Source: an optimization exercise on an open RTL-to-GDS flow (aim: small area, a short achievable clock period and few clock cycles per item). Production flows keep margins and buffers that such runs may drop.
Only simulation tests tie the RTL to the original design; equivalence was not proved.

## flow/design.v (module list and top-level ports; edited modules follow where they fit)
// module md_datapath: 101 lines
// module md_mul16: 1623 lines
// module mult_div_unit: 118 lines
module mult_div_unit (
  input  logic        clk,
  input  logic        reset,
  input  logic        md_start,
  input  logic [3:0]  md_op,
  input  logic [31:0] md_rs_data,
  input  logic [31:0] md_rt_data,
  output logic        md_busy,
  output logic [31:0] md_hi,
  output logic [31:0] md_lo
);
  // ...
==> flow/run.sh <==
#!/bin/bash
# synth_recipe.tcl (not shown) runs the flow's synth.tcl, then flattens the netlist and writes it again
# the make line also repeats each setting of config.mk as NAME=value (left out here)
make -C /OpenROAD-flow-scripts/flow DESIGN_CONFIG=/design/flow/config.mk WORK_HOME=/design/flow/orfs CLKGATE_MAP_FILE= SYNTH_SCRIPT=/design/flow/synth_recipe.tcl finish
==> flow/config.mk <==
export PLATFORM = sky130hd
export DESIGN_NAME = mult_div_unit
export DESIGN_NICKNAME = mult_div_unit
export VERILOG_FILES = /design/flow/design.v
export SDC_FILE = /design/flow/constraint.sdc
export NUM_CORES = 4
export LEC_CHECK = 0
export CAP_MARGIN = 20
export CORE_MARGIN = 2
export CORE_UTILIZATION = 40
export SLEW_MARGIN = 20
==> flow/constraint.sdc <==
create_clock -name core_clock -period 150.0 [get_ports {clk}]
set_input_delay 30.0000 -clock core_clock [delete_from_list [all_inputs] [get_ports {clk}]]
set_output_delay 30.0000 -clock core_clock [all_outputs]
set_load 0.01 [all_outputs]
==> impl_metrics.csv, run 1 <==
group,metric,value,unit
outcome,outcome,"no timing/DRC/antenna violations",
timing,period_share,0.218,
final_layout,drive_gt1_frac,0.0798,
hold_path,whs_path_depth,2,
final_layout,design_area,40700,µm²
final_layout,diodes,4,
floorplanning,die_area,96300,µm²
place,hpwlAfterDp,125000,µm
drt,drt_iter0_drc,5201,
global_routing,grt_pass1_vias,35300,
final_layout,num-multi-input-gates,3792,
logic_synthesis,yosysMostFrequentCell,"inv_1",
logic_synthesis,ys_seq_elements,145,
final_layout,seq_area,3290,µm²
drt,wl_per_cell,27.9,µm
logic_synthesis,syn_avg_cell_area,7.91,µm²
logic_synthesis,yosys_most_used_dff,"dfxtp_1",
logic_synthesis,synthTopCellsByCount,"inv_1 (408), xnor2_1 (368), fa_1 (352), clkbuf_1 (327), nor2_1 (327)",
setup_path,critical_path_depth,8,
final_layout,regMostFlops,"a_q",
setup_path,end_kind,"flop",
global_routing,met1_usage,0.450,
global_routing,grt.busiest_layer,"met2",
logic_synthesis,synth_area_leaders,"fa_1 (19%), xnor2_1 (8.6%), ha_1 (5.8%)",
setup_path,r2r_end,"lo_q[31]$_SDFFE_PP0P_",
final_layout,buffers,269,
timing,hold_ws,537,ps
logic_synthesis,synth_area,37500,µm²
timing,setup_viol,0,
logic_synthesis,synth_xor_area_frac,0.109,
setup_path,crit_path_top_delay_cell,"a21oi_1",
final_layout,clock_buffers,20,
timing,worst_slew_pin_slew,1300,ps
final_layout,multi_input_area_share,0.771,
Testbench counts, summed over its fixed seeds: cycles 9,480, ops 3,200.
==> module mult_div_unit, before the edit <==
module mult_div_unit (
  input  logic        clk,
  input  logic        reset,
  input  logic        md_start,
  input  logic [3:0]  md_op,
  input  logic [31:0] md_rs_data,
  input  logic [31:0] md_rt_data,
  output logic        md_busy,
  output logic [31:0] md_hi,
  output logic [31:0] md_lo
);
  logic        busy_q, first_q;
  logic [3:0]  op_q;
  logic [3:0]  cnt_q;
  logic        sa_q, sb_q;
  logic [35:0] a_q, b_q;
  logic [31:0] hi_q, lo_q;
  logic        is_start;
  logic        sgn, sub, mac, isdiv, last;
  logic [35:0] m_a, d_a, d_b;
  logic [31:0] m_lo, m_hi;
  logic        d_sa, d_sb, d_bz;
  logic [3:0]  d_m;
  logic [2:0]  d_q;
  logic [31:0] q_full, q_neg;
  logic        negq;
  always_comb begin
    is_start = (md_op == MULT) || (md_op == MULTU) ||
               (md_op == DIV)  || (md_op == DIVU);
    is_start = is_start ||
               (md_op == MADD) || (md_op == MADDU) ||
               (md_op == MSUB) || (md_op == MSUBU);
    sgn   = (op_q == MULT) || (op_q == DIV) || (op_q == MADD) || (op_q == MSUB);
    sub   = (op_q == MSUB) || (op_q == MSUBU);
    mac   = (op_q == MADD) || (op_q == MADDU) || sub;
    isdiv = (op_q == DIV) || (op_q == DIVU);
  end
  md_datapath u_dp (
    .first_i (first_q),
    .sgn_i   (sgn),
    .sub_i   (sub),
    .mac_i   (mac),
    .j_i     (cnt_q[0]),
    .sa_q_i  (sa_q),
    .sb_q_i  (sb_q),
    .a_i     (a_q),
    .b_i     (b_q),
    .hi_i    (hi_q),
    .lo_i    (lo_q),
    .m_a_o   (m_a),
    .m_lo_o  (m_lo),
    .m_hi_o  (m_hi),
    .d_sa_o  (d_sa),
    .d_sb_o  (d_sb),
    .d_bz_o  (d_bz),
    .d_m_o   (d_m),
    .d_a_o   (d_a),
    .d_b_o   (d_b),
    .d_q_o   (d_q)
  );
  always_comb begin
    if (isdiv) last = first_q ? (d_bz || d_m == 4'd1) : (cnt_q == 4'd1);
    else       last = cnt_q[0];
    q_full = {(first_q ? 29'd0 : lo_q[28:0]), d_q};
    negq   = d_sa ^ d_sb;
    q_neg[2:0]  = 3'(-d_q);
    q_neg[31:3] = (d_q == 3'd0) ? (~q_full[31:3] + 29'd1) : ~q_full[31:3];
  end
  always_ff @(posedge clk) begin
    if (reset) begin
      busy_q <= 1'b0;
      hi_q   <= '0;
      lo_q   <= '0;
    end else if (!busy_q) begin
      busy_q <= md_start && is_start;
      if (!md_start && md_op == MTHI) hi_q <= md_rs_data;
      if (!md_start && md_op == MTLO) lo_q <= md_rs_data;
    end else if (isdiv) begin
      if (last) busy_q <= 1'b0;
      if (!d_bz || !first_q) begin
        lo_q <= (last && negq) ? q_neg : q_full;
        if (last) hi_q <= d_a[31:0];
      end
    end else begin
      if (last) begin
        busy_q <= 1'b0;
        hi_q   <= m_hi;
      end
      lo_q <= m_lo;
    end
  end
  always_ff @(posedge clk) begin
    if (!busy_q) begin
      op_q    <= md_op;
      a_q     <= {4'b0, md_rs_data};
      b_q     <= {4'b0, md_rt_data};
      first_q <= 1'b1;
      cnt_q   <= '0;
    end else begin
      first_q <= 1'b0;
      if (isdiv) begin
        a_q   <= d_a;
        b_q   <= d_b;
        cnt_q <= first_q ? d_m - 4'd1 : cnt_q - 4'd1;
        if (first_q) begin
          sa_q <= d_sa;
          sb_q <= d_sb;
        end
      end else begin
        a_q   <= m_a;
        cnt_q <= cnt_q + 4'd1;
      end
    end
  end
  assign md_busy = busy_q;
  assign md_hi   = hi_q;
  assign md_lo   = lo_q;
endmodule
==> run 2: changes to the inputs <==
--- a/flow/design.v
+++ b/flow/design.v
@@ -1771,2 +1771,3 @@
   logic [31:0] hi_q, lo_q;
+  logic        hsel_q, lsel_q;    
   logic        is_start;
@@ -1827,6 +1828,10 @@
       lo_q   <= '0;
+      hsel_q <= 1'b0;
+      lsel_q <= 1'b0;
     end else if (!busy_q) begin
       busy_q <= md_start && is_start;
-      if (!md_start && md_op == MTHI) hi_q <= md_rs_data;
-      if (!md_start && md_op == MTLO) lo_q <= md_rs_data;
+      hsel_q <= !md_start && md_op == MTHI;
+      lsel_q <= !md_start && md_op == MTLO;
+      if (hsel_q) hi_q <= a_q[31:0];
+      if (lsel_q) lo_q <= a_q[31:0];
     end else if (isdiv) begin
@@ -1869,4 +1874,4 @@
   assign md_busy = busy_q;
-  assign md_hi   = hi_q;
-  assign md_lo   = lo_q;
+  assign md_hi   = hsel_q ? a_q[31:0] : hi_q;
+  assign md_lo   = lsel_q ? a_q[31:0] : lo_q;
 endmodule
--- a/flow/config.mk
+++ b/flow/config.mk
@@ -7,2 +7,3 @@
 export LEC_CHECK = 0
+export ABC_AREA = 1
 export CAP_MARGIN = 20
@@ -10,2 +11,3 @@
 export CORE_UTILIZATION = 40
+export CTS_BUF_LIST = sky130_fd_sc_hd__clkbuf_4 sky130_fd_sc_hd__clkbuf_8
 export SLEW_MARGIN = 20
==> run 2 against run 1 <==
  * Fmax decreased by 0.34%
  * Via count decreased by 10%
  * Wire length decreased by 14%
  * Worst hold slack improved by 8.6 ps
  * Critical path depth decreased by 6
  * Still clean on timing, DRC and antenna
  * Die area decreased by 9.9%
  * Largest cell class unchanged
  * Count of clock-buffer cells in the layout decreased by 3
  * Area after synthesis decreased by 10%
==> impl_metrics.csv, run 2 <==
group,metric,value,unit
setup_path,crit_arrival,2750,ps
setup_path,crit_path_top_delay_cell,"dfxtp_2",
final_layout,design_area,37000,µm²
final_layout,reg.largest.list,"a_q (36), b_q (33)",
cts,clock_sinks,147,
flow_run,drv_cap,0,
timing,period_minus_slack,32750,ps
drt,drc,0,
logic_synthesis,yosysMostFrequentCell,"nand2_1",
drt,drt_iter0_drc,4233,
floorplanning,die_x,295,µm
global_routing,grt_pass1_wl,212000,µm
floorplanning,core.rowCount,106,
cts,ctsHoldBuffers,0,
cts,cts_max_path_buffers,2,
logic_synthesis,synthTopCellsByCount,"nand2_1 (889), inv_1 (707), xor2_1 (437), fa_1 (352), o21ai_0 (336)",
logic_synthesis,netlist.top_cell.by_area,"fa_1",
logic_synthesis,yosys_most_used_dff,"dfxtp_1",
logic_synthesis,syn_nets,5415,
final_layout,drive_gt1_frac,0.0558,
cts,cts.clk_slew.worst_paths,110,ps
final_layout,final_cell_mix,"nand2_1 (886), inv_1 (705), xor2_1 (437)",
setup_path,r2r-start,"a_q[31]$_DFF_P_",
hold_path,whs_path_depth,2,
setup_path,critPathMaxStageDelay,1040,ps
final_layout,area_delta_synth_final,9.47,%
timing,slew_viol_final,0,
drt,vias,34400,
outcome,outcome,"no timing/DRC/antenna violations",
timing,max_freq,30.5,MHz
final_layout,multi_input_area,26700,µm²
setup_path,rrSetupSlack,124850,ps
setup_path,r2r_end,"lo_q[31]$_SDFFE_PP0P_",
global_routing,grt_max_degree,78,
timing,hold_viol,0,
global_routing,grt_pass1_vias,32400,
floorplanning,initial_core_util,0.404,
drt,wl_per_cell,23.8,µm
drt,finalWirelength,142000,µm
timing,grt_setup_unrepaired,"no",
setup_path,crit_required,120000,ps
global_routing,grt_use_total,0.329,
setup_path,cp_max_fo,65,
timing,period_share,0.218,
logic_synthesis,synth_warnings,2,
timing,worst_slew_pin_slew,1170,ps
final_layout,seq_area,3330,µm²
logic_synthesis,synth_area_leaders,"fa_1 (21%), xor2_1 (11%), nand2_1 (9.9%)",
floorplanning,core-area,83700,µm²
logic_synthesis,synth_cell_type_count,58,
global_routing,antenna_found_initial,7,
cts,ctsHtreeMaxLevel,4,
hold_path,worstHoldStart,"lo_q[11]$_SDFFE_PP0P_",
setup_path,end_kind,"output port",
cts,numCtsBuffers,17,
place,place_area,36500,µm²
place,dp_cells,5940,
logic_synthesis,synth_top_area_frac,0.209,
place,port_buffers,135,
hold_path,worst_hold_path.endpoint,"lo_q[11]$_SDFFE_PP0P_",
setup_path,start_kind,"flop",
timing,relSlewSlack,0.218,
timing,setup_viol,0,
place,gp_congestion,1.03,
logic_synthesis,synth_area,33800,µm²
final_layout,layout.cells.non_filler,5974,
final_layout,largest_register_ffs,36,
drt,firstDrtPassIters,8,
setup_path,crit_type,"reg2out",
final_layout,regMostFlops,"a_q",
cts,cts_setup_buffers,0,
logic_synthesis,syn_avg_cell_area,7.02,µm²
logic_synthesis,synth-seq-area-share,0.0984,
floorplanning,ios,136,
logic_synthesis,synth_edf_count,38,
setup_path,rr_worst_depth,139,
timing,clock-skew-final,33.5,ps
logic_synthesis,ys_seq_elements,147,
logic_synthesis,synth_cells,4815,
timing,hold_ws,545,ps
drt,vias_per_cell,5.76,
setup_path,path_cells,"o21ai_0, clkdlybuf4s50_1",
place,hpwlAfterDp,110000,µm
floorplanning,die_area,86800,µm²
cts,cts_root_buf,"clkbuf_8",
timing,setup_tns,0,ps
hold_path,min_path_type,"reg2reg",
drt,ant_nets,0,
cts,clock_latency,610,ps
final_layout,layout_commonest_cell,"nand2_1",
logic_synthesis,synth-async-reset-ratio,0,
cts,cts_resized,0,
final_layout,n_fill_cell,8607,
cts,cts_tree,"built",
global_routing,overflow,0,
floorplanning,die_h,295,µm
final_layout,layout.nets,5426,
run 2: cell types whose count changed after synthesis, moves of 113 or more:
cell,before,now
nand2_1,299,889
inv_1,408,707
o22ai_1,48,272
xnor2_1,368,60
o21ai_0,192,336
xor2_1,96,437
a22oi_1,233,3
nand3_1,107,220
run 2: cell type report:
cell class,count,share of cell area
diodes,1,0.0000677
clock buffers,17,0.00633
clock inverters,15,0.00541
inverters,739,0.0751
multi-input cells,3655,0.721
flip-flops and latches,147,0.0901
well taps,1134,0.0384
repair buffers,266,0.0636
run 2: kinds of logic after synthesis:
logic type	share of synthesized area
AND/OR/NAND/NOR	0.186
AO/OA/AOI/OAI	0.186
buffers and inverters	0.114
adder cells (fa/ha/maj)	0.274
XOR/XNOR	0.129
flip-flops	0.0984
multiplexers	0.0115
run 2: how the worst max path moves through the flow:
stage                                    from                     to  slack, ps  cells after the start
after CTS                 hsel_q$_SDFFE_PP0N_               md_hi[2]     117270                      2
final                     lsel_q$_SDFFE_PP0N_              md_lo[15]     117250                      2
after detailed placement                reset  lo_q[31]$_SDFFE_PP0P_     117910                      5
after global routing      lsel_q$_SDFFE_PP0N_               md_lo[0]     117120                      3
after global placement                  reset  lo_q[21]$_SDFFE_PP0P_     117970                      5
after floorplan           lsel_q$_SDFFE_PP0N_              md_lo[24]     118870                      4
run 2: routing by layer:
layer,vias to the layer above,GRT usage,wire [µm]
met5,-,0,64
met4,10,0.152,7350
met3,325,0.0765,16500
met2,1986,0.474,58400
met1,16400,0.463,59900
li1,15700,-,-
run 2: through the flow:
step                       util  setup WS, ps
after detailed placement  0.436        117910
after floorplan               -        118870
after global routing      0.442        117120
after global placement    0.436        117970
final                     0.442        117250
after CTS                 0.442        117270
run 2: worst max-delay path, delay by kind of cell (launching register included):
| family | cells | cell delay, ps |
|---|---|---|
| compound gates | 1 | 490 |
| flops | 1 | 1040 |
| buf+inv | 1 | 590 |
Testbench counts of run 2, summed over its fixed seeds: cycles 9,480, ops 3,200.
==> module md_datapath, before the edit <==
module md_datapath (
  input  logic        first_i,    
  input  logic        sgn_i,      
  input  logic        sub_i,      
  input  logic        mac_i,      
  input  logic        j_i,        
  input  logic        sa_q_i,     
  input  logic        sb_q_i,     
  input  logic [35:0] a_i,        
  input  logic [35:0] b_i,        
  input  logic [31:0] hi_i,
  input  logic [31:0] lo_i,
  output logic [35:0] m_a_o,      
  output logic [31:0] m_lo_o,     
  output logic [31:0] m_hi_o,     
  output logic        d_sa_o,
  output logic        d_sb_o,
  output logic        d_bz_o,     
  output logic [3:0]  d_m_o,      
  output logic [35:0] d_a_o,      
  output logic [35:0] d_b_o,      
  output logic [2:0]  d_q_o       
);
  logic [15:0] chunk;
  logic        ext;
  logic [35:0] ph_in;
  logic [15:0] feed;
  logic [51:0] msum;
  always_comb begin
    chunk = first_i ? a_i[15:0] : lo_i[15:0];
    ext   = sgn_i && j_i && chunk[15];
    ph_in = first_i ? (mac_i ? {4'b0, lo_i} : 36'd0) : a_i;
    feed  = !mac_i ? 16'd0 : (j_i ? hi_i[31:16] : hi_i[15:0]);
  end
  md_mul16 u_mul (
    .chunk (chunk),
    .ext   (ext),
    .sub   (sub_i),
    .m     ({sgn_i & b_i[31], b_i[31:0]}),
    .ph    (ph_in),
    .feed  (feed),
    .sum   (msum)
  );
  assign m_a_o  = msum[51:16];
  assign m_lo_o = {msum[15:0], first_i ? a_i[31:16] : lo_i[31:16]};
  assign m_hi_o = msum[47:16];
  logic        sa, sb, na, nb, addm;
  logic [31:0] av, bv;
  logic [5:0]  bits_a, bits_b;
  logic [6:0]  s;
  logic [3:0]  m, mm;
  logic [35:0] bx, d0, r0, r1, r2, r3, c1, c2, c3;
  logic        q1, q2, q3;
  function automatic logic [5:0] bitlen(input logic [31:0] v);
    bitlen = 6'd0;
    for (int i = 0; i < 32; i++) if (v[i]) bitlen = 6'(i + 1);
  endfunction
  function automatic logic [3:0] ncyc(input logic [6:0] sv);
    if (sv[6] || sv <= 7'd2) ncyc = 4'd1;
    else                     ncyc = 4'((sv + 7'd3) / 7'd3);
  endfunction
  always_comb begin
    na = sgn_i & a_i[31];
    nb = sgn_i & b_i[31];
    sa = first_i ? na : sa_q_i;
    sb = first_i ? nb : sb_q_i;
    addm = sa ^ sb;
    av = na ? ~a_i[31:0] : a_i[31:0];
    bv = nb ? ~b_i[31:0] : b_i[31:0];
    bits_a = bitlen(av) + {5'd0, na};
    bits_b = bitlen(bv);
    s  = {1'b0, bits_a} - {1'b0, bits_b} + 7'd1;
    m  = ncyc(s);
    bx = {{2{nb}}, b_i[31:0], 2'b00};
    mm = m - 4'd1;
    d0 = bx;
    if (mm[0]) d0 = d0 << 3;
    if (mm[1]) d0 = d0 << 6;
    if (mm[2]) d0 = d0 << 12;
    if (mm[3]) d0 = d0 << 24;
    if (!addm) d0 = ~d0;
    if (!first_i) d0 = b_i;
    r0 = first_i ? {{4{na}}, a_i[31:0]} : a_i;
    c1 = r0 + b_i + 36'(!addm);
    q1 = !first_i && (sa ? (c1[35] || c1 == 36'd0) : !c1[35]);
    r1 = q1 ? c1 : r0;
    c2 = r1 + 36'($signed(d0) >>> 1) + 36'(!addm);
    q2 = sa ? (c2[35] || c2 == 36'd0) : !c2[35];
    r2 = q2 ? c2 : r1;
    c3 = r2 + 36'($signed(d0) >>> 2) + 36'(!addm);
    q3 = sa ? (c3[35] || c3 == 36'd0) : !c3[35];
    r3 = q3 ? c3 : r2;
    d_sa_o = sa;
    d_sb_o = sb;
    d_bz_o = (b_i[31:0] == 32'd0);
    d_m_o  = m;
    d_a_o  = r3;
    d_b_o  = 36'($signed(d0) >>> 3);
    d_q_o  = {q1, q2, q3};
  end
endmodule
==> run 3: changes to the inputs <==
--- a/flow/design.v
+++ b/flow/design.v
@@ -44,2 +44,3 @@
   output logic [31:0] m_hi_o,     
+  output logic        m_early_o,  
   output logic        d_sa_o,
@@ -54,2 +55,3 @@
   logic        ext;
+  logic [31:0] mop;
   logic [35:0] ph_in;
@@ -57,5 +59,12 @@
   logic [51:0] msum;
+  logic        small_a, small_b, early, swap;
   always_comb begin
-    chunk = first_i ? a_i[15:0] : lo_i[15:0];
-    ext   = sgn_i && j_i && chunk[15];
+    small_a = (a_i[31:16] == 16'h0) || (sgn_i && a_i[31:16] == 16'hffff);
+    small_b = (b_i[31:16] == 16'h0) || (sgn_i && b_i[31:16] == 16'hffff);
+    early   = first_i && !mac_i && (small_a || small_b);
+    swap    = first_i && !mac_i && !small_a && small_b;
+    chunk = swap ? b_i[15:0] : (first_i ? a_i[15:0] : lo_i[15:0]);
+    ext   = early ? (sgn_i && (swap ? b_i[31] : a_i[31]))
+                  : (sgn_i && j_i && chunk[15]);
+    mop   = swap ? a_i[31:0] : b_i[31:0];
     ph_in = first_i ? (mac_i ? {4'b0, lo_i} : 36'd0) : a_i;
@@ -67,3 +76,3 @@
     .sub   (sub_i),
-    .m     ({sgn_i & b_i[31], b_i[31:0]}),
+    .m     ({sgn_i & mop[31], mop}),
     .ph    (ph_in),
@@ -72,5 +81,7 @@
   );
-  assign m_a_o  = msum[51:16];
-  assign m_lo_o = {msum[15:0], first_i ? a_i[31:16] : lo_i[31:16]};
-  assign m_hi_o = msum[47:16];
+  assign m_a_o     = msum[51:16];
+  assign m_lo_o    = early ? msum[31:0]
+                           : {msum[15:0], first_i ? a_i[31:16] : lo_i[31:16]};
+  assign m_hi_o    = early ? {{12{msum[51]}}, msum[51:32]} : msum[47:16];
+  assign m_early_o = early;
   logic        sa, sb, na, nb, addm;
@@ -87,4 +98,19 @@
   function automatic logic [3:0] ncyc(input logic [6:0] sv);
-    if (sv[6] || sv <= 7'd2) ncyc = 4'd1;
-    else                     ncyc = 4'((sv + 7'd3) / 7'd3);
+    if (sv[6]) ncyc = 4'd1;
+    else begin
+      case (sv[5:0])
+        6'd0, 6'd1, 6'd2:    ncyc = 4'd1;
+        6'd3, 6'd4, 6'd5:    ncyc = 4'd2;
+        6'd6, 6'd7, 6'd8:    ncyc = 4'd3;
+        6'd9, 6'd10, 6'd11:  ncyc = 4'd4;
+        6'd12, 6'd13, 6'd14: ncyc = 4'd5;
+        6'd15, 6'd16, 6'd17: ncyc = 4'd6;
+        6'd18, 6'd19, 6'd20: ncyc = 4'd7;
+        6'd21, 6'd22, 6'd23: ncyc = 4'd8;
+        6'd24, 6'd25, 6'd26: ncyc = 4'd9;
+        6'd27, 6'd28, 6'd29: ncyc = 4'd10;
+        6'd30, 6'd31, 6'd32: ncyc = 4'd11;
+        default:             ncyc = 4'd12;
+      endcase
+    end
   endfunction
@@ -112,11 +138,2 @@
     r0 = first_i ? {{4{na}}, a_i[31:0]} : a_i;
-    c1 = r0 + b_i + 36'(!addm);
-    q1 = !first_i && (sa ? (c1[35] || c1 == 36'd0) : !c1[35]);
-    r1 = q1 ? c1 : r0;
-    c2 = r1 + 36'($signed(d0) >>> 1) + 36'(!addm);
-    q2 = sa ? (c2[35] || c2 == 36'd0) : !c2[35];
-    r2 = q2 ? c2 : r1;
-    c3 = r2 + 36'($signed(d0) >>> 2) + 36'(!addm);
-    q3 = sa ? (c3[35] || c3 == 36'd0) : !c3[35];
-    r3 = q3 ? c3 : r2;
     d_sa_o = sa;
@@ -125,6 +142,253 @@
     d_m_o  = m;
-    d_a_o  = r3;
     d_b_o  = 36'($signed(d0) >>> 3);
-    d_q_o  = {q1, q2, q3};
   end
+  md_bk36 u_s1 (.a(r0), .b(b_i), .ci(!addm), .s(c1));
+  assign q1 = !first_i && (sa ? (c1[35] || c1 == 36'd0) : !c1[35]);
+  assign r1 = q1 ? c1 : r0;
+  md_bk36 u_s2 (.a(r1), .b(36'($signed(d0) >>> 1)), .ci(!addm), .s(c2));
+  assign q2 = sa ? (c2[35] || c2 == 36'd0) : !c2[35];
+  assign r2 = q2 ? c2 : r1;
+  md_bk36 u_s3 (.a(r2), .b(36'($signed(d0) >>> 2)), .ci(!addm), .s(c3));
+  assign q3 = sa ? (c3[35] || c3 == 36'd0) : !c3[35];
+  assign r3 = q3 ? c3 : r2;
+  assign d_a_o = r3;
+  assign d_q_o = {q1, q2, q3};
+endmodule
+module md_bk36 (
+  input  logic [35:0] a,
+  input  logic [35:0] b,
+  input  logic        ci,
+  output logic [35:0] s
+);
+  logic [35:0] p, g;
+  logic gn1, pn1;
+  logic gn2, pn2;
+  logic gn3, pn3;
+  logic gn4, pn4;
+  logic gn5, pn5;
+  logic gn6, pn6;
+  logic gn7, pn7;
+  logic gn8, pn8;
+  logic gn9, pn9;
+  logic gn10, pn10;
+  logic gn11, pn11;
+  logic gn12, pn12;
+  logic gn13, pn13;
+  logic gn14, pn14;
+  logic gn15, pn15;
+  logic gn16, pn16;
+  logic gn17, pn17;
+  logic gn18, pn18;
+  logic gn19, pn19;
+  logic gn20, pn20;
+  logic gn21, pn21;
+  logic gn22, pn22;
+  logic gn23, pn23;
+  logic gn24, pn24;
+  logic gn25, pn25;
+  logic gn26, pn26;
+  logic gn27, pn27;
+  logic gn28, pn28;
+  logic gn29, pn29;
+  logic gn30, pn30;
+  logic gn31, pn31;
+  logic gn32, pn32;
+  logic gn33, pn33;
+  logic gn34, pn34;
+  logic gn35, pn35;
+  logic gn36, pn36;
+  logic gn37, pn37;
+  logic gn38, pn38;
+  logic gn39, pn39;
+  logic gn40, pn40;
+  logic gn41, pn41;
+  logic gn42, pn42;
+  logic gn43, pn43;
+  logic gn44, pn44;
+  logic gn45, pn45;
+  logic gn46, pn46;
+  logic gn47, pn47;
+  logic gn48, pn48;
+  logic gn49, pn49;
+  logic gn50, pn50;
+  logic gn51, pn51;
+  logic gn52, pn52;
+  logic gn53, pn53;
+  logic gn54, pn54;
+  logic gn55, pn55;
+  logic gn56, pn56;
+  logic gn57, pn57;
+  logic gn58, pn58;
+  logic gn59, pn59;
+  logic gn60, pn60;
+  logic gn61, pn61;
+  logic gn62, pn62;
+  logic gn63, pn63;
+  logic gn64, pn64;
+  assign p = a ^ b;
+  assign g = {a[35:1] & b[35:1], (a[0] & b[0]) | (p[0] & ci)};
+  assign gn1 = g[1] | (p[1] & g[0]);
+  assign pn1 = p[1] & p[0];
+  assign gn2 = g[3] | (p[3] & g[2]);
+  assign pn2 = p[3] & p[2];
+  assign gn3 = g[5] | (p[5] & g[4]);
+  assign pn3 = p[5] & p[4];
+  assign gn4 = g[7] | (p[7] & g[6]);
+  assign pn4 = p[7] & p[6];
+  assign gn5 = g[9] | (p[9] & g[8]);
+  assign pn5 = p[9] & p[8];
+  assign gn6 = g[11] | (p[11] & g[10]);
+  assign pn6 = p[11] & p[10];
+  assign gn7 = g[13] | (p[13] & g[12]);
+  assign pn7 = p[13] & p[12];
+  assign gn8 = g[15] | (p[15] & g[14]);
+  assign pn8 = p[15] & p[14];
+  assign gn9 = g[17] | (p[17] & g[16]);
+  assign pn9 = p[17] & p[16];
+  assign gn10 = g[19] | (p[19] & g[18]);
+  assign pn10 = p[19] & p[18];
+  assign gn11 = g[21] | (p[21] & g[20]);
+  assign pn11 = p[21] & p[20];
+  assign gn12 = g[23] | (p[23] & g[22]);
+  assign pn12 = p[23] & p[22];
+  assign gn13 = g[25] | (p[25] & g[24]);
+  assign pn13 = p[25] & p[24];
+  assign gn14 = g[27] | (p[27] & g[26]);
+  assign pn14 = p[27] & p[26];
+  assign gn15 = g[29] | (p[29] & g[28]);
+  assign pn15 = p[29] & p[28];
+  assign gn16 = g[31] | (p[31] & g[30]);
+  assign pn16 = p[31] & p[30];
+  assign gn17 = g[33] | (p[33] & g[32]);
+  assign pn17 = p[33] & p[32];
+  assign gn18 = g[35] | (p[35] & g[34]);
+  assign pn18 = p[35] & p[34];
+  assign gn19 = gn2 | (pn2 & gn1);
+  assign pn19 = pn2 & pn1;
+  assign gn20 = gn4 | (pn4 & gn3);
+  assign pn20 = pn4 & pn3;
+  assign gn21 = gn6 | (pn6 & gn5);
+  assign pn21 = pn6 & pn5;
+  assign gn22 = gn8 | (pn8 & gn7);
+  assign pn22 = pn8 & pn7;
+  assign gn23 = gn10 | (pn10 & gn9);
+  assign pn23 = pn10 & pn9;
+  assign gn24 = gn12 | (pn12 & gn11);
+  assign pn24 = pn12 & pn11;
+  assign gn25 = gn14 | (pn14 & gn13);
+  assign pn25 = pn14 & pn13;
+  assign gn26 = gn16 | (pn16 & gn15);
+  assign pn26 = pn16 & pn15;
+  assign gn27 = gn18 | (pn18 & gn17);
+  assign pn27 = pn18 & pn17;
+  assign gn28 = gn20 | (pn20 & gn19);
+  assign pn28 = pn20 & pn19;
+  assign gn29 = gn22 | (pn22 & gn21);
+  assign pn29 = pn22 & pn21;
+  assign gn30 = gn24 | (pn24 & gn23);
+  assign pn30 = pn24 & pn23;
+  assign gn31 = gn26 | (pn26 & gn25);
+  assign pn31 = pn26 & pn25;
+  assign gn32 = gn29 | (pn29 & gn28);
+  assign pn32 = pn29 & pn28;
+  assign gn33 = gn31 | (pn31 & gn30);
+  assign pn33 = pn31 & pn30;
+  assign gn34 = gn33 | (pn33 & gn32);
+  assign pn34 = pn33 & pn32;
+  assign gn35 = gn30 | (pn30 & gn32);
+  assign pn35 = pn30 & pn32;
+  assign gn36 = gn21 | (pn21 & gn28);
+  assign pn36 = pn21 & pn28;
+  assign gn37 = gn23 | (pn23 & gn32);
+  assign pn37 = pn23 & pn32;
+  assign gn38 = gn25 | (pn25 & gn35);
+  assign pn38 = pn25 & pn35;
+  assign gn39 = gn27 | (pn27 & gn34);
+  assign pn39 = pn27 & pn34;
+  assign gn40 = gn3 | (pn3 & gn19);
+  assign pn40 = pn3 & pn19;
+  assign gn41 = gn5 | (pn5 & gn28);
+  assign pn41 = pn5 & pn28;
+  assign gn42 = gn7 | (pn7 & gn36);
+  assign pn42 = pn7 & pn36;
+  assign gn43 = gn9 | (pn9 & gn32);
+  assign pn43 = pn9 & pn32;
+  assign gn44 = gn11 | (pn11 & gn37);
+  assign pn44 = pn11 & pn37;
+  assign gn45 = gn13 | (pn13 & gn35);
+  assign pn45 = pn13 & pn35;
+  assign gn46 = gn15 | (pn15 & gn38);
+  assign pn46 = pn15 & pn38;
+  assign gn47 = gn17 | (pn17 & gn34);
+  assign pn47 = pn17 & pn34;
+  assign gn48 = g[2] | (p[2] & gn1);
+  assign pn48 = p[2] & pn1;
+  assign gn49 = g[4] | (p[4] & gn19);
+  assign pn49 = p[4] & pn19;
+  assign gn50 = g[6] | (p[6] & gn40);
+  assign pn50 = p[6] & pn40;
+  assign gn51 = g[8] | (p[8] & gn28);
+  assign pn51 = p[8] & pn28;
+  assign gn52 = g[10] | (p[10] & gn41);
+  assign pn52 = p[10] & pn41;
+  assign gn53 = g[12] | (p[12] & gn36);
+  assign pn53 = p[12] & pn36;
+  assign gn54 = g[14] | (p[14] & gn42);
+  assign pn54 = p[14] & pn42;
+  assign gn55 = g[16] | (p[16] & gn32);
+  assign pn55 = p[16] & pn32;
+  assign gn56 = g[18] | (p[18] & gn43);
+  assign pn56 = p[18] & pn43;
+  assign gn57 = g[20] | (p[20] & gn37);
+  assign pn57 = p[20] & pn37;
+  assign gn58 = g[22] | (p[22] & gn44);
+  assign pn58 = p[22] & pn44;
+  assign gn59 = g[24] | (p[24] & gn35);
+  assign pn59 = p[24] & pn35;
+  assign gn60 = g[26] | (p[26] & gn45);
+  assign pn60 = p[26] & pn45;
+  assign gn61 = g[28] | (p[28] & gn38);
+  assign pn61 = p[28] & pn38;
+  assign gn62 = g[30] | (p[30] & gn46);
+  assign pn62 = p[30] & pn46;
+  assign gn63 = g[32] | (p[32] & gn34);
+  assign pn63 = p[32] & pn34;
+  assign gn64 = g[34] | (p[34] & gn47);
+  assign pn64 = p[34] & pn47;
+  assign s[0] = p[0] ^ ci;
+  assign s[1] = p[1] ^ g[0];
+  assign s[2] = p[2] ^ gn1;
+  assign s[3] = p[3] ^ gn48;
+  assign s[4] = p[4] ^ gn19;
+  assign s[5] = p[5] ^ gn49;
+  assign s[6] = p[6] ^ gn40;
+  assign s[7] = p[7] ^ gn50;
+  assign s[8] = p[8] ^ gn28;
+  assign s[9] = p[9] ^ gn51;
+  assign s[10] = p[10] ^ gn41;
+  assign s[11] = p[11] ^ gn52;
+  assign s[12] = p[12] ^ gn36;
+  assign s[13] = p[13] ^ gn53;
+  assign s[14] = p[14] ^ gn42;
+  assign s[15] = p[15] ^ gn54;
+  assign s[16] = p[16] ^ gn32;
+  assign s[17] = p[17] ^ gn55;
+  assign s[18] = p[18] ^ gn43;
+  assign s[19] = p[19] ^ gn56;
+  assign s[20] = p[20] ^ gn37;
+  assign s[21] = p[21] ^ gn57;
+  assign s[22] = p[22] ^ gn44;
+  assign s[23] = p[23] ^ gn58;
+  assign s[24] = p[24] ^ gn35;
+  assign s[25] = p[25] ^ gn59;
+  assign s[26] = p[26] ^ gn45;
+  assign s[27] = p[27] ^ gn60;
+  assign s[28] = p[28] ^ gn38;
+  assign s[29] = p[29] ^ gn61;
+  assign s[30] = p[30] ^ gn46;
+  assign s[31] = p[31] ^ gn62;
+  assign s[32] = p[32] ^ gn34;
+  assign s[33] = p[33] ^ gn63;
+  assign s[34] = p[34] ^ gn47;
+  assign s[35] = p[35] ^ gn64;
 endmodule
@@ -1776,2 +2040,3 @@
   logic [31:0] m_lo, m_hi;
+  logic        m_early;
   logic        d_sa, d_sb, d_bz;
@@ -1807,2 +2072,3 @@
     .m_hi_o  (m_hi),
+    .m_early_o (m_early),
     .d_sa_o  (d_sa),
@@ -1817,3 +2083,3 @@
     if (isdiv) last = first_q ? (d_bz || d_m == 4'd1) : (cnt_q == 4'd1);
-    else       last = cnt_q[0];
+    else       last = cnt_q[0] || m_early;
     q_full = {(first_q ? 29'd0 : lo_q[28:0]), d_q};
==> flow/flow/run.sh (new file) <==
#!/bin/bash
# Layout flow: the standard flow (standard.sh: the standard synthesis,
# floorplan, placement, CTS, routing), with one change: the buffers that
# global placement puts on every input and output port are
# sky130_fd_sc_hd__buf_2 cells instead of the cell buffer_ports picks by
# itself (clkdlybuf4s50_1, a slow delay buffer twice the size).
# make's full output goes to flow_make.log here; ORFS keeps each step's
# tool log under orfs/logs/.
set -euo pipefail
export BUFFER_PORTS_ARGS="-buffer_cell sky130_fd_sc_hd__buf_2"
bash standard.sh finish > flow_make.log 2>&1
==> flow/standard.sh (new file) <==
#!/bin/bash
# synth_recipe.tcl (not shown) runs the flow's synth.tcl, then flattens the netlist and writes it again
# the make line also repeats each setting of config.mk as NAME=value (left out here)
make -C /OpenROAD-flow-scripts/flow DESIGN_CONFIG=/design/flow/config.mk WORK_HOME=/design/flow/orfs CLKGATE_MAP_FILE= SYNTH_SCRIPT=/design/flow/synth_recipe.tcl "${@:-finish}"
removed: flow/run.sh
==> run 3 against run 2 <==
  * Utilization fell by 1.3 points
  * Setup slack worse by 45 ps
  * Via count increased by 2.7%
  * Clock skew fell by 6.2 ps
  * Count of clock-buffer cells in the layout grew 1
  * Critical path type unchanged
  * Largest cell class unchanged
==> impl_metrics.csv, run 3 <==
group,metric,value,unit
final_layout,multi_input_area,27100,µm²
logic_synthesis,syn_nets,5419,
logic_synthesis,synth_area_leaders,"fa_1 (23%), xor2_1 (9.2%), nand2_1 (8.9%)",
setup_path,crit_path_top_delay_cell,"o21ai_0",
timing,slew_viol_final,0,
cts,clock_sinks,147,
floorplanning,core-area,85000,µm²
logic_synthesis,syn_avg_cell_area,7.18,µm²
cts,cts_resized,0,
logic_synthesis,yosysMostFrequentCell,"nand2_1",
timing,hold_viol,0,
final_layout,area_delta_synth_final,6.39,%
timing,period_share,0.219,
drt,finalWirelength,155000,µm
setup_path,crit_arrival,2790,ps
logic_synthesis,synth_top_area_frac,0.235,
cts,cts_tree,"built",
final_layout,drive_gt1_frac,0.0804,
drt,firstDrtPassIters,23,
drt,drc,0,
logic_synthesis,yosys_most_used_dff,"dfxtp_1",
final_layout,reg.largest.list,"a_q (36), b_q (33)",
timing,setup_viol,0,
logic_synthesis,synth_cells,4777,
timing,clock-skew-final,27.4,ps
final_layout,final_cell_mix,"nand2_1 (809), inv_1 (647), o21ai_0 (487)",
drt,vias,35400,
floorplanning,ios,136,
floorplanning,die_h,297,µm
floorplanning,initial_core_util,0.403,
hold_path,worst_hold_path.endpoint,"hi_q[6]$_SDFFE_PP0P_",
final_layout,largest_register_ffs,36,
timing,final.setup.worst_slack,117210,ps
drt,wl_per_cell,26.3,µm
final_layout,layout.nets,5383,
hold_path,min_path_type,"reg2reg",
place,hpwlAfterDp,122000,µm
hold_path,whs_path_depth,2,
final_layout,seq_area,3330,µm²
cts,cts.clk_slew.worst_paths,110,ps
global_routing,overflow,0,
logic_synthesis,synth_edf_count,38,
global_routing,grt_pass1_wl,226000,µm
global_routing,grt_use_total,0.347,
floorplanning,die_area,88100,µm²
drt,drt_iter0_drc,4434,
global_routing,antenna_found_initial,8,
logic_synthesis,synth_area,34300,µm²
logic_synthesis,synthTopCellsByCount,"nand2_1 (812), inv_1 (649), o21ai_0 (489), fa_1 (402), xor2_1 (362)",
setup_path,crit_start,"hsel_q$_SDFFE_PP0N_",
setup_path,crit_type,"reg2out",
timing,setup_tns,0,ps
setup_path,start_kind,"flop",
final_layout,layout_commonest_cell,"nand2_1",
final_layout,n_fill_cell,8825,
logic_synthesis,synth_cell_type_count,64,
drt,ant_nets,0,
setup_path,cp_max_fo,16,
floorplanning,die_x,297,µm
cts,ctsHoldBuffers,0,
global_routing,grt_pass1_vias,33300,
logic_synthesis,netlist.top_cell.by_area,"fa_1",
setup_path,rrSetupSlack,125380,ps
setup_path,rr_worst_depth,136,
timing,grt_setup_unrepaired,"no",
logic_synthesis,synth-seq-area-share,0.0969,
outcome,outcome,"no timing/DRC/antenna violations",
setup_path,critPathMaxStageDelay,950,ps
cts,cts_max_path_buffers,2,
logic_synthesis,synth_warnings,2,
cts,ctsHtreeMaxLevel,4,
timing,max_freq,30.5,MHz
setup_path,crit_family,"compound AO/OA/AOI/OAI gates",
floorplanning,core.rowCount,107,
cts,clock_latency,610,ps
cts,numCtsBuffers,17,
global_routing,grt_max_degree,78,
setup_path,crit_required,120000,ps
timing,relSlewSlack,0.184,
setup_path,end_kind,"output port",
setup_path,r2r-start,"op_q[2]$_DFFE_PN_",
drt,vias_per_cell,5.99,
place,port_buffers,135,
flow_run,drv_cap,0,
setup_path,path_buf_inv,2,
setup_path,r2r_end,"lo_q[31]$_SDFFE_PP0P_",
hold_path,worstHoldStart,"hi_q[6]$_SDFFE_PP0P_",
logic_synthesis,synth-async-reset-ratio,0,
place,place_ws,118070,ps
logic_synthesis,ys_seq_elements,147,
final_layout,regMostFlops,"a_q",
cts,cts_root_buf,"clkbuf_8",
setup_path,critical_path_depth,3,
timing,period_minus_slack,32790,ps
timing,worst_slew_pin_slew,1210,ps
setup_path,path_cells,"inv_1, o21ai_0, buf_2",
cts,cts_setup_buffers,0,
place,gp_congestion,1.07,
-- run 3: changes by cell type after synthesis, sizes merged, moves of 41 or more --
cell    delta
inv       -61
o211ai    +47
nand3     -74
nand2     -81
o21ai    +171
buf       +41
fa        +50
a21oi     -85
xor2      -76
-- run 3: worst max path at each step --
stage                      endpoint
final                     md_hi[16]
after global routing      md_hi[16]
after CTS                 md_hi[16]
after detailed placement  md_hi[16]
after global placement    md_hi[16]
after floorplan           md_lo[10]
-- run 3: worst reg2reg max path: cells and delay by family, from the launching register on --
kind	cells	cell delay (ps)
simple gates	78	9920
compound gates	21	5910
fa+ha+maj	13	5080
buf+inv	24	3180
flops	1	480
-- run 3: kinds of logic (layout without fill, tap and decap cells) --
family                   count (synthesis)  count (layout)  share of synthesized area
XOR/XNOR                               426             426                      0.110
multiplexers                            20              20                    0.00588
AND/OR/NAND/NOR                       1392            1392                      0.171
flip-flops                             147             147                     0.0969
AO/OA/AOI/OAI                         1213            1213                      0.206
buffers and inverters                 1008             985                      0.114
other                                    0               2                          0
adder cells (fa/ha/maj)                571             571                      0.296
-- run 3: routing by layer --
layer / global-route usage / up-vias / part of all wire / routed length [µm]
li1: - / 15700 / - / -
met1: 0.443 / 17100 / 0.38 / 59300
met2: 0.525 / 2177 / 0.43 / 66900
met3: 0.0824 / 460 / 0.11 / 17100
met4: 0.225 / 4 / 0.077 / 12000
met5: 0 / - / 0.00019 / 29
-- run 3: area by class of cell --
class                   count  area share
well taps                1144      0.0392
clock inverters            14     0.00374
clock buffers              18     0.00679
repair buffers            248      0.0418
flip-flops and latches    147      0.0914
diodes                      2    0.000137
inverters                 705      0.0726
multi-input cells        3622       0.744
-- run 3: metrics by stage --
step / util / cells / instance area (µm²) / hold WS, ps
2_1_floorplan: - / 4777 / 34300 / 439
3_3_place_gp: 0.424 / 5866 / 36100 / 455
3_5_place_dp: 0.424 / 5866 / 36100 / 455
4_1_cts: 0.429 / 5898 / 36500 / 471
5_1_grt: 0.429 / 5900 / 36500 / 502
6_report: 0.429 / 5900 / 36500 / 476
Testbench counts of run 3, summed over its fixed seeds: cycles 8,810, ops 3,200.
==> run 4: changes to the inputs <==
--- a/flow/design.v
+++ b/flow/design.v
@@ -2035,3 +2035,2 @@
   logic [31:0] hi_q, lo_q;
-  logic        hsel_q, lsel_q;    
   logic        is_start;
@@ -2094,10 +2093,6 @@
       lo_q   <= '0;
-      hsel_q <= 1'b0;
-      lsel_q <= 1'b0;
     end else if (!busy_q) begin
       busy_q <= md_start && is_start;
-      hsel_q <= !md_start && md_op == MTHI;
-      lsel_q <= !md_start && md_op == MTLO;
-      if (hsel_q) hi_q <= a_q[31:0];
-      if (lsel_q) lo_q <= a_q[31:0];
+      if (!md_start && md_op == MTHI) hi_q <= md_rs_data;
+      if (!md_start && md_op == MTLO) lo_q <= md_rs_data;
     end else if (isdiv) begin
@@ -2140,4 +2135,4 @@
   assign md_busy = busy_q;
-  assign md_hi   = hsel_q ? a_q[31:0] : hi_q;
-  assign md_lo   = lsel_q ? a_q[31:0] : lo_q;
+  assign md_hi   = hi_q;
+  assign md_lo   = lo_q;
 endmodule
==> flow/flow/run.sh (replaced) <==
#!/bin/bash
# Layout flow: the standard flow (standard.sh), in two parts.
#  1. synth and floorplan exactly as standard.sh makes them.
#  2. place, cts, route and finish, with two changes:
#     - the buffers that global placement puts on every input and output
#       port are sky130_fd_sc_hd__buf_2 cells instead of the cell
#       buffer_ports picks by itself (clkdlybuf4s50_1, a slow delay buffer
#       twice the size);
#     - repair_timing (after CTS and after global routing) is asked for a
#       setup margin of 118.5 ns, so that it works on the paths that set
#       the achieved period (150 ns less the setup slack) instead of
#       stopping as soon as the 150 ns clock is met. The SDC is unchanged.
# make's full output goes to flow_make_*.log here; ORFS keeps each step's
# tool log under orfs/logs/.
set -euo pipefail
bash standard.sh synth floorplan > flow_make_1.log 2>&1
export BUFFER_PORTS_ARGS="-buffer_cell sky130_fd_sc_hd__buf_2"
export SETUP_SLACK_MARGIN=118.5
bash standard.sh finish > flow_make_2.log 2>&1
--- a/flow/config.mk
+++ b/flow/config.mk
@@ -11,3 +11,2 @@
 export CORE_UTILIZATION = 40
-export CTS_BUF_LIST = sky130_fd_sc_hd__clkbuf_4 sky130_fd_sc_hd__clkbuf_8
 export SLEW_MARGIN = 20
==> run 4 against run 3 <==
  * Critical path depth increased by 10
  * Wire length decreased by 0.62%
  * Global-route usage increased by 1.0 points
  * Worst hold slack improved by 110 ps
  * First-iteration DRC count about the same
  * Register-to-register slack improved by 50 ps
  * Highest routed layer is now met4
  * Cell count decreased by 5.1%
  * Setup slack improved by 1300 ps
  * Die area decreased by 3.4%
  * Critical path type is now in2reg
  * Via count decreased by 4.7%
  * Critical endpoint is now hi_q[29]$_SDFFE_PP0P_
  * Synthesized cell count decreased by 5.4%
==> impl_metrics.csv, run 4 <==
group,metric,value,unit
setup_path,r2r_end,"lo_q[31]$_SDFFE_PP0P_",
drt,ant_nets,0,
timing,max_freq,31.8,MHz
floorplanning,core.rowCount,105,
cts,cts_max_path_buffers,2,
cts,numCtsBuffers,17,
global_routing,grt_pass1_vias,32300,
place,port_buffers,135,
outcome,outcome,"no timing/DRC/antenna violations",
final_layout,final_cell_mix,"nand2_1 (777), inv_1 (611), fa_1 (402)",
logic_synthesis,synth_area,33100,µm²
logic_synthesis,synth_edf_count,38,
logic_synthesis,synth-async-reset-ratio,0,
logic_synthesis,synth_warnings,2,
logic_synthesis,synth_cells,4518,
setup_path,rrSetupSlack,125430,ps
drt,drc,0,
final_layout,regMostFlops,"a_q",
floorplanning,core-area,82000,µm²
drt,wl_per_cell,27.6,µm
cts,cts_tree,"built",
cts,clock_sinks,145,
setup_path,r2r-start,"op_q[1]$_DFFE_PN_",
setup_path,crit_type,"in2reg",
place,hpwlAfterDp,120000,µm
hold_path,worstHoldStart,"hi_q[25]$_SDFFE_PP0P_",
cts,clock_latency,480,ps
logic_synthesis,synth_cell_type_count,63,
timing,slew_viol_final,0,
global_routing,antenna_found_initial,4,
logic_synthesis,yosys_most_used_dff,"dfxtp_1",
final_layout,n_fill_cell,8627,
floorplanning,initial_core_util,0.404,
logic_synthesis,synth-seq-area-share,0.0992,
logic_synthesis,netlist.top_cell.by_area,"fa_1",
place,gp_congestion,1.04,
timing,setup_tns,0,ps
hold_path,min_path_type,"reg2reg",
final_layout,seq_area,3290,µm²
drt,vias,33700,
global_routing,grt_pass1_wl,223000,µm
final_layout,largest_register_ffs,36,
logic_synthesis,syn_avg_cell_area,7.32,µm²
timing,worst_slew_pin_slew,1120,ps
final_layout,drive_gt1_frac,0.0882,
floorplanning,die_area,85000,µm²
logic_synthesis,yosysMostFrequentCell,"nand2_1",
timing,clock-skew-final,17.3,ps
flow_run,drv_cap,0,
drt,finalWirelength,154000,µm
setup_path,critical_path.endpoint,"hi_q[29]$_SDFFE_PP0P_",
cts,cts.clk_slew.worst_paths,70,ps
setup_path,rr_worst_depth,134,
timing,grt_setup_unrepaired,"no",
logic_synthesis,synthTopCellsByCount,"nand2_1 (781), inv_1 (614), fa_1 (402), xor2_1 (396), o21ai_0 (379)",
global_routing,grt_max_degree,75,
cts,ctsHtreeMaxLevel,4,
setup_path,start_kind,"input pin",
final_layout,layout_commonest_cell,"nand2_1",
final_layout,multi_input_area,26300,µm²
setup_path,crit_arrival,31850,ps
final_layout,area_delta_synth_final,7.63,%
cts,ctsHoldBuffers,0,
timing,hold_viol,0,
place,place_ws,117400,ps
global_routing,grt_use_total,0.357,
timing,setup_viol,0,
floorplanning,die_h,292,µm
cts,cts_root_buf,"clkbuf_16",
drt,vias_per_cell,6.02,
logic_synthesis,syn_nets,5160,
floorplanning,ios,136,
setup_path,crit_required,150360,ps
floorplanning,die_x,292,µm
final_layout,reg.largest.list,"a_q (36), b_q (33)",
final_layout,layout.nets,5154,
setup_path,crit_start,"md_op[2]",
global_routing,overflow,0,
logic_synthesis,synth_area_leaders,"fa_1 (24%), xor2_1 (10%), nand2_1 (8.9%)",
timing,period_share,0.210,
timing,relSlewSlack,0.229,
logic_synthesis,ys_seq_elements,145,
timing,final.setup.worst_slack,118510,ps
logic_synthesis,synth_top_area_frac,0.243,
setup_path,cp_max_fo,37,
setup_path,end_kind,"flop",
drt,drt_iter0_drc,4436,
drt,firstDrtPassIters,6,
timing,period_minus_slack,31490,ps
run 4: changes by cell type in the layout (fill, tap and decap cells not counted), sizes merged, moves of 18 or more:
cell,delta
a22oi,-18
xnor2,-33
o211ai,-18
clkinv,-30
xor2,+38
nand2,-33
a31oi,+19
nor2,-19
o21ai,-90
inv,-40
a21oi,-40
run 4: how the worst min path moves through the flow:
| stage | depth (start not counted) | to |
|---|---|---|
| after global placement | 2 | hi_q[25]$_SDFFE_PP0P_ |
| after global routing | 2 | hi_q[24]$_SDFFE_PP0P_ |
| after CTS | 2 | hi_q[24]$_SDFFE_PP0P_ |
| after detailed placement | 2 | hi_q[23]$_SDFFE_PP0P_ |
| final | 2 | hi_q[25]$_SDFFE_PP0P_ |
| after floorplan | 2 | lo_q[12]$_SDFFE_PP0P_ |
run 4: metal layers:
| metal | track usage | routed length, µm | vias up |
|---|---|---|---|
| met5 | 0 | 0 | - |
| met4 | 0.216 | 11200 | 0 |
| met3 | 0.0753 | 16800 | 453 |
| met2 | 0.544 | 67100 | 2014 |
| met1 | 0.465 | 59300 | 16400 |
| li1 | - | - | 14800 |
run 4: final cells by class:
cell class                      count  area share
Inverter                          638      0.0673
Tap cell                         1070      0.0376
Clock inverter                     13     0.00467
Sequential cell                   145      0.0923
Antenna cell                        2    0.000141
Multi-Input combinational cell   3454       0.740
Timing Repair Buffer              256      0.0452
Clock buffer                       19      0.0130
run 4: timing repair:
action                                  in CTS  in global routing
gates cloned                                 1                  1
setup buffers                                0                  0
endpoints found under the setup margin      32                 14
endpoints found under the hold margin        0                  0
resized for setup                            7                  3
pin swaps                                    1                  1
run 4: logic make-up after synthesis:
logic type,synth area share
compound gates,0.187
buf+inv,0.108
simple gates,0.174
xor+xnor,0.115
flops,0.0992
fa+ha+maj,0.307
mux,0.00957
run 4: worst max-delay path: stages:
cell and delay (ps):
buf_2 110, inv_1 40, nor2_1 150, inv_1 100, nor3_4 230, o221ai_1 160, inv_1 120, nand2_4 150
inv_1 160, buf_12 210, nand2_4 160, nor2_1 140, a21oi_1 80
run 4: through the flow:
step            util  instance area, µm²  std cells  hold WS [ps]
2_1_floorplan      -               33100       4518           568
3_3_place_gp   0.426               34900       5560           561
3_5_place_dp   0.426               34900       5560           562
4_1_cts        0.434               35600       5593           577
5_1_grt        0.434               35600       5595           595
6_report       0.434               35600       5597           584
Testbench counts of run 4, summed over its fixed seeds: cycles 8,810, ops 3,200.

-- afterwards: timing with drivers on the ports --
In the flow no input, the clock included, has a driving cell. The finished layouts below were timed again as built, in two steps.
Step 1 assumes that a clkbuf_16 drives the clock port and a buf_2 every other input.
Step 2 adds t to the input delays and takes it off the output delays; t is the mean of the earliest and latest rising clock arrival at the registers after step 1. Input paths then give back, and output paths get back, about the clock's delay inside the block.
Slacks: ideal / step 1 / step 2; pairs: ideal / step 1.
run | t (ns) | slack for setup (ns) | hold slack, ns | worst register clock-pin slew, ns | worst data-port slew with drivers (ns)
run 1 | 0.540 | 117.361 / 117.393 / 116.854 | 0.537 / 0.537 / 0.537 | 0.08 / 0.08 | 0.05
run 2 | 0.647 | 117.251 / 117.199 / 117.846 | 0.545 / 0.545 / 0.545 | 0.13 / 0.13 | 0.15
run 3 | 0.655 | 117.206 / 117.144 / 117.799 | 0.476 / 0.476 / 0.476 | 0.12 / 0.12 | 0.10
run 4 | 0.528 | 118.508 / 118.538 / 118.010 | 0.584 / 0.584 / 0.584 | 0.08 / 0.08 | 0.08
After both steps setup and hold are still met in every run listed. For run 1, which loses most, drivers alone change the setup slack by +0.032 ns; drivers and shift together by -0.507 ns.
